Background: an optimization exercise with open tools, aiming at small area. Do not read the settings as production practice. In this exercise RTL edits were held to simulation tests only and were not proved equivalent to the original. Power and IR drop assume default switching activity.

### design/flow/design.v
module register_file_mp #(
  parameter int DATA_WIDTH = 32,
  parameter int ADDR_WIDTH = 5,
  parameter int NUM_READ   = 2,
  parameter int ZERO_REG   = 1,
  parameter int BYPASS     = 1
) (
  input  logic                           clock,
  input  logic                           reset,
  input  logic [NUM_READ*ADDR_WIDTH-1:0] read_reg,
  output logic [NUM_READ*DATA_WIDTH-1:0] read_data,
  input  logic                           write_enable_0,
  input  logic [ADDR_WIDTH-1:0]          write_reg_0,
  input  logic [DATA_WIDTH-1:0]          write_data_0,
  input  logic                           write_enable_1,
  input  logic [ADDR_WIDTH-1:0]          write_reg_1,
  input  logic [DATA_WIDTH-1:0]          write_data_1
);
  localparam int DEPTH = 1 << ADDR_WIDTH;
  localparam int FIRST = (ZERO_REG != 0) ? 1 : 0;   
  localparam int NE    = DEPTH - FIRST;             
  if (NUM_READ < 1 || NUM_READ > 8) begin : g_bad_num_read
    $error("register_file_mp: NUM_READ must be in 1..8");
  end
  logic we0_nz, we1_nz;
  assign we0_nz = write_enable_0 && !((ZERO_REG != 0) && (write_reg_0 == '0));
  assign we1_nz = write_enable_1 && !((ZERO_REG != 0) && (write_reg_1 == '0));
  logic [DATA_WIDTH-1:0] regs_n [NE];
  logic [DATA_WIDTH-1:0] next_n [NE];
  logic [NE-1:0]         valid_q;
  logic [NE-1:0]         s1, s0, hold_n;
  for (genvar e = 0; e < NE; e++) begin : g_reg
    assign s1[e]     = write_enable_1 && (write_reg_1 == ADDR_WIDTH'(FIRST + e));
    assign s0[e]     = write_enable_0 && (write_reg_0 == ADDR_WIDTH'(FIRST + e)) && !s1[e];
    assign hold_n[e] = s1[e] || s0[e];
    always_ff @(posedge clock) begin
      regs_n[e] <= next_n[e];
    end
    always_ff @(posedge clock or posedge reset) begin
      if (reset) valid_q[e] <= 1'b0;
      else       valid_q[e] <= valid_q[e] || hold_n[e];
    end
  end
  logic [NUM_READ*NE-1:0] sel_n;
  logic [NUM_READ-1:0]    byp1, byp0, byp;
  for (genvar k = 0; k < NUM_READ; k++) begin : g_rd
    logic [ADDR_WIDTH-1:0] rd_addr;
    assign rd_addr = read_reg[k*ADDR_WIDTH +: ADDR_WIDTH];
    assign byp1[k] = (BYPASS != 0) && !reset && we1_nz && (write_reg_1 == rd_addr);
    assign byp0[k] = (BYPASS != 0) && !reset && we0_nz && (write_reg_0 == rd_addr) && !byp1[k];
    assign byp[k]  = byp1[k] || byp0[k];
    for (genvar e = 0; e < NE; e++) begin : g_sel
      assign sel_n[k*NE + e] = !(valid_q[e] && (rd_addr == ADDR_WIDTH'(FIRST + e)));
    end
  end
  for (genvar b = 0; b < DATA_WIDTH; b++) begin : g_col
    logic [NE-1:0]       q_n, d_n;
    logic [NUM_READ-1:0] y;
    for (genvar e = 0; e < NE; e++) begin : g_e
      assign q_n[e]       = regs_n[e][b];
      assign next_n[e][b] = d_n[e];
    end
    rf_col #(.NE(NE), .NUM_READ(NUM_READ)) u_col (
      .s1(s1), .s0(s0), .hold_n(hold_n), .wd1(write_data_1[b]), .wd0(write_data_0[b]),
      .q_n(q_n), .d_n(d_n), .sel_n(sel_n), .byp1(byp1), .byp0(byp0), .byp(byp), .y(y)
    );
    for (genvar k = 0; k < NUM_READ; k++) begin : g_out
      assign read_data[k*DATA_WIDTH + b] = y[k];
    end
  end
endmodule
module rf_col #(
  parameter int NE       = 31,
  parameter int NUM_READ = 2
) (
  input  logic [NE-1:0]          s1,
  input  logic [NE-1:0]          s0,
  input  logic [NE-1:0]          hold_n,
  input  logic                   wd1,
  input  logic                   wd0,
  input  logic [NE-1:0]          q_n,
  output logic [NE-1:0]          d_n,
  input  logic [NUM_READ*NE-1:0] sel_n,
  input  logic [NUM_READ-1:0]    byp1,   
  input  logic [NUM_READ-1:0]    byp0,
  input  logic [NUM_READ-1:0]    byp,    
  output logic [NUM_READ-1:0]    y
);
  localparam int NPAIR = NE / 2;       
  localparam int ODD   = NE % 2;       
  for (genvar e = 0; e < NE; e++) begin : g_w
    assign d_n[e] = !((s1[e] && wd1) || (s0[e] && wd0) || !(hold_n[e] || q_n[e]));
  end
  for (genvar k = 0; k < NUM_READ; k++) begin : g_r
    logic [NE-1:0]    sn;
    logic [NPAIR-1:0] pair;
    logic             odd, stored_n, byp_n;
    assign sn = sel_n[k*NE +: NE];
    for (genvar p = 0; p < NPAIR; p++) begin : g_pair
      assign pair[p] = !((sn[2*p] || q_n[2*p]) && (sn[2*p+1] || q_n[2*p+1]));
    end
    if (ODD != 0) begin : g_odd
      assign odd = !(sn[NE-1] || q_n[NE-1]);
    end else begin : g_even
      assign odd = 1'b0;
    end
    assign stored_n = !((|pair) || odd);
    assign byp_n    = !((byp1[k] && wd1) || (byp0[k] && wd0));
    assign y[k]     = !((stored_n || byp[k]) && byp_n);
  end
endmodule
### design/flow/flow/run.sh
#!/bin/bash
# The standard layout (the standard.sh, ORFS from synthesis to the final layout) with these
# ORFS settings added:
#  - every port gets a sky130_fd_sc_hd__buf_2 as its port buffer, in place of the delay buffer
#    that buffer_ports picks by itself;
#  - clock tree synthesis runs with its usual arguments, larger sink clusters, buf_12 buffers
#    (smaller than clkbuf_16 for the same drive) and no dummy loads;
#  - at the end of floorplanning, and again after global placement (whose repair sizes up the
#    drivers of long nets and then buffers those nets too), flow/downsize.tcl sets each logic
#    gate that is sized up but drives at most two pins back to the smallest cell of its
#    function; timing repair later in the flow sizes up again wherever a path needs it.
# make's full output goes to make.log here; ORFS's per-step logs stay under orfs/logs/.
set -euo pipefail
cd "$(dirname "$0")/.."
cts_args="-sink_clustering_enable -repair_clock_nets -dont_use_dummy_load"
cts_args+=" -sink_clustering_size 25 -sink_clustering_max_diameter 100"
cts_args+=" -buf_list sky130_fd_sc_hd__buf_12"
bash standard.sh \
  "BUFFER_PORTS_ARGS=-buffer_cell sky130_fd_sc_hd__buf_2" \
  "CTS_ARGS=$cts_args" \
  "POST_FLOORPLAN_TCL=$PWD/flow/downsize.tcl" \
  "POST_GLOBAL_PLACE_TCL=$PWD/flow/downsize.tcl" \
  finish > make.log 2>&1
### design/flow/flow/downsize.tcl
# Downsize logic gates that are sized up but drive at most MAXFO pins, to the smallest
# cell of the same function. Timing repair later in the flow sizes up again where needed.
set maxfo 2
if {[info exists ::env(DOWNSIZE_MAX_FANOUT)]} { set maxfo $::env(DOWNSIZE_MAX_FANOUT) }
set db [ord::get_db]
set block [ord::get_db_block]
set n 0
set saved 0.0
foreach inst [$block getInsts] {
  set m [$inst getMaster]
  set name [$m getName]
  if {![regexp {^sky130_fd_sc_hd__([a-z0-9]+)_([0-9]+)$} $name -> base size]} continue
  if {$size <= 1} continue
  if {[regexp {^(buf|clkbuf|clkinv|inv|bufinv|clkdlybuf|dlygate|df|edf|sdf|dl|conb|tap|fill|decap|diode)} $base]} continue
  set fo 0
  set ok 1
  foreach it [$inst getITerms] {
    if {[$it isOutputSignal]} {
      set net [$it getNet]
      if {$net eq "NULL"} { set ok 0; break }
      if {[llength [$net getBTerms]] > 0} { set ok 0 }
      incr fo [expr {[llength [$net getITerms]] - 1}]
    }
  }
  if {!$ok || $fo > $maxfo} continue
  set best ""
  foreach s {0 1} {
    set cand [$db findMaster "sky130_fd_sc_hd__${base}_$s"]
    if {$cand ne "NULL"} { set best $cand; break }
  }
  if {$best eq "" || [$best getName] eq $name} continue
  if {[$best getWidth] >= [$m getWidth]} continue
  set saved [expr {$saved + ([$m getWidth] - [$best getWidth]) * [$m getHeight] / 1e6}]
  $inst swapMaster $best
  incr n
}
puts "downsize: $n instances, [format %.1f $saved] um2"
### design/flow/standard.sh
#!/bin/bash
# synth_recipe.tcl (not shown) runs the flow's synth.tcl, then flattens the netlist and writes it again
# the make line also repeats each setting of config.mk as NAME=value (left out here)
make -C /OpenROAD-flow-scripts/flow DESIGN_CONFIG=/design/flow/config.mk WORK_HOME=/design/flow/orfs CLKGATE_MAP_FILE= SYNTH_SCRIPT=/design/flow/synth_recipe.tcl "${@:-finish}"
### design/flow/config.mk
export PLATFORM = sky130hd
export DESIGN_NAME = register_file_mp
export DESIGN_NICKNAME = register_file_mp
export VERILOG_FILES = /design/flow/design.v
export SDC_FILE = /design/flow/constraint.sdc
export NUM_CORES = 8
export LEC_CHECK = 0
export ABC_CLOCK_PERIOD_IN_PS = 5000
export CAP_MARGIN = 20
export CORE_MARGIN = 2
export CORE_UTILIZATION = 40
export SETUP_SLACK_MARGIN = 0.1
export SLEW_MARGIN = 20
export SYNTH_HIERARCHICAL = 1
### design/flow/constraint.sdc
create_clock -name core_clock -period 8.0 [get_ports {clock}]
set_input_delay 1.6000 -clock core_clock [delete_from_list [all_inputs] [get_ports {clock}]]
set_output_delay 1.6000 -clock core_clock [all_outputs]
set_load 0.01 [all_outputs]
==> impl_metrics.py <==
metrics = {
    "critical_path": {
        "crit_family": "simple AND/OR/NAND/NOR gates",
        "worstPathMaxFanout": 19,
        "startpoint_type": "input port",
        "slowest_delay_ns": 0.90,
        "arrival_ns": 5.50,
        "worstPathRequired_ns": 6.40,
        "cpMostUsedCell": "buf_2",
        "end_kind": "primary output",
        "worst-path-buf-inv": 3,
        "path_cells": "buf_2 > nor2b_1 > and2_1 > nand3_2 > buf_4 > o22ai_1 > nor4_1 > a41oi_1 > a221o_1 > buf_2",
        "crit_slowest_cell": "nand3_2",
        "worstSetupPathType": "input port to primary output",
    },
    "synth": {
        "synth_warnings": 9,
        "ys_seq_elements": 1023,
        "syn_area_mm2": 0.04587,
        "yosys.area.top_type": "dfxtp_1",
        "synth_ff_type": "dfxtp_1",
        "synth_edf_count": 0,
        "synth_most_common_cell": "nor2_1",
        "synth.top_cells.by_area": "dfxtp_1 (43%), a221oi_1 (19%), o22ai_1 (11%)",
        "synthDistinctLibCells": 42,
        "synthCells": 5020,
        "synth_top_area_share": 0.4330,
        "async_reset_ff_frac": 0.03030,
        "postSynthNetCount": 5108,
        "synth_common_cells": "nor2_1 (1129), a221oi_1 (992), dfxtp_1 (992)",
        "avgSynthCellArea_um2": 9.137,
        "ys_seq_area_frac": 0.4499,
    },
    "cells_and_area": {
        "syn2layout_area_growth_pct": 8.366,
        "final_util": 0.4359,
        "drive_gt1_frac": 0.09165,
        "nets": 5218,
    },
    "floorplan": {
        "die_h_um": 342.6,
        "start_util": 0.4022,
        "rows": 124,
        "design.die.area_mm2": 0.1174,
        "pin_count": 152,
        "core_area_mm2": 0.1140,
        "die_w_um": 342.6,
    },
    "place": {
        "dp_hpwl_um": 157200,
        "place_ws_ns": 1.446,
        "io_buffers": 151,
    },
    "outcome": {
        "status": "complete, no violations",
    },
    "sta": {
        "hold_viol": 0,
        "hold_ws_ns": 0.5221,
        "fin_ws_ns": 0.8984,
        "post-route-min-period_ns": 7.102,
        "slew_viol_final": 0,
        "period_share": 0.8877,
        "tns_ns": 0,
        "setup_viol_count_final": 0,
        "maxSlewHeadroom": 0.1668,
        "fin_skew_ns": 0,
        "fmax_mhz": 140.8,
        "worstMarginPinSlew_ns": 1.250,
        "rsz0062_at_grt": "no",
    },
    "detailed_routing": {
        "vias": 56660,
        "drt-initial-drc-count": 12310,
        "totalWireLength_um": 281200,
        "drc": 0,
        "dr.pass1.iters": 20,
        "final_antenna_net_count": 0,
        "vias_per_cell": 8.494,
        "wl_per_cell_um": 42.17,
    },
    "flow_run": {
        "drv_cap": 0,
    },
    "power": {
        "vdd_drop_max_uv": 192.5,
        "powerDensity_mw_per_mm2": 276.5,
        "leakagePower_nw": 16.95,
    },
    "clock_tree": {
        "clkLatencyLatePin_ns": 0.64,
        "cts.sinks": 1023,
        "cts-buffers-inserted": 48,
        "clk_pin_slew_ns": 0.04,
        "cts_max_path_buffers": 3,
        "htree_levels": 2,
        "cts-resized-gates": 0,
        "cts_tree": "built",
        "cts_setup_buffers": 0,
        "hold_buffers": 0,
        "cts-root-buf": "buf_12",
    },
    "grt": {
        "grt_max_degree": 36,
        "grt_pass1_wl_um": 387000,
        "grt_pass1_vias": 51030,
        "gr-total-overflow": 0,
        "antenna_found_initial": 19,
        "grt_usage": 0.4575,
    },
    "min_path": {
        "hold_class": "flop to flop",
    },
}
==> state kept, by name, summed over array words and instances (netlist names) <==
| name | count |
|---|---|
| valid_q | 31 |
| regs_n | 992 |
==> placed cells by master, fill, tap and decap left out, types with 2 or more instances in the layout <==
cell      instances
diode_2          30
dfrtp_1          31
nor2b_4           3
buf_2           151
nor2_1         1115
or2b_2            2
or3b_2            3
xor2_1            8
nor2_4           14
nand2b_1          5
a211o_1           9
buf_4           187
o22a_1           64
o21ai_0          21
a221oi_1        992
o21ai_4           6
buf_12           51
and2_1            6
nor2b_1          15
nand3_2          45
and3_1            4
nor3_1           76
dfxtp_1         992
nand4_1          19
o221ai_1         64
nand3_1          13
nor4_1          192
nand3b_1          2
nand2b_2          3
a41oi_1          64
or3b_1           18
a221o_1          64
nand4b_1          2
or2_2             2
o22ai_1         833
nand2_1          33
xnor2_1          12
==> worst min-delay path: stages (launching register included) <==
cell	delay (ns)
dfxtp_1	0.31
nor2_1	0.10
a221oi_1	0.05
==> final timing paths <==
check | start | to | slack, ns | cells after the start
max | read_reg[7] | read_data[33] | 0.90 | 10
min | regs_n[29][29] | regs_n[29][29] | 0.52 | 2
max reg2reg | valid_q[3] | valid_q[3] | 6.94 | 1
min reg2reg | regs_n[29][29] | regs_n[29][29] | 0.52 | 2
max in group asynchronous | reset | valid_q[14] | 6.55 | 3
min in group asynchronous | reset | valid_q[17] | 1.08 | 3
==> layout make-up <==
class / instances / area, um2
Clock buffer: 48 / 960.9
Fill cell: 11290 / 64330
Sequential cell: 1023 / 20630
Timing Repair Buffer: 341 / 2220
Antenna cell: 30 / 75.07
Multi-Input combinational cell: 3715 / 23920
Tap cell: 1512 / 1892
Inverter: 1 / 3.754
==> stage by stage <==
step | power, W | instances | instance area (um2)
after floorplan | 0.009791 | 5020 | 45870
after global placement | 0.01077 | 6591 | 49310
after detailed placement | 0.01084 | 6591 | 48650
after CTS | 0.01348 | 6639 | 49610
after global routing | 0.01424 | 6642 | 49640
final | 0.01374 | 6670 | 49710
==> kinds of logic after synthesis <==
| kind of cell | after synthesis | synth area share |
|---|---|---|
| AOI/OAI and AO/OA | 2119 | 0.3587 |
| and+or+nand+nor | 1576 | 0.1638 |
| DFF | 1023 | 0.4499 |
| buffers and inverters | 282 | 0.02384 |
| xor gates and xnor gates | 20 | 0.003819 |
==> power by group <==
part / switching [W] / total (W) / internal (W)
clock: 0.00184 / 0.00277 / 0.000933
sequential: 0.00136 / 0.00800 / 0.00663
combinational: 0.00156 / 0.00298 / 0.00141
total: 0.00476 / 0.0137 / 0.00898
==> metal layers <==
layer,track usage,part of all wire,vias up
li1,-,-,21190
met1,0.5710,0.35,26850
met2,0.6069,0.37,6621
met3,0.2327,0.18,1979
met4,0.3058,0.093,18
met5,0.01402,0.0013,-

## afterwards: timing with drivers on the ports
No port has a modelled driver above. Below, the same layout with a new extraction and two added sets of constraints. Step 1: set_driving_cell puts a clkbuf_16 on clock and a buf_2 on each other input, an assumption about the parent block. Step 2, shift: input delay + t, output delay - t, t = (earliest + latest rising clock arrival at the registers) / 2. This alone moves slack from input paths to output paths. Slacks: ideal / step 1 / step 2; pairs: ideal / step 1.
t (ns): 0.730
slack for setup (ns): 0.898 / 0.878 / 0.878
pins driven straight from the clock port: 1
After both steps this run still meets setup and hold. For this run, drivers alone change the setup slack by -0.020 ns; drivers and shift together by -0.020 ns.
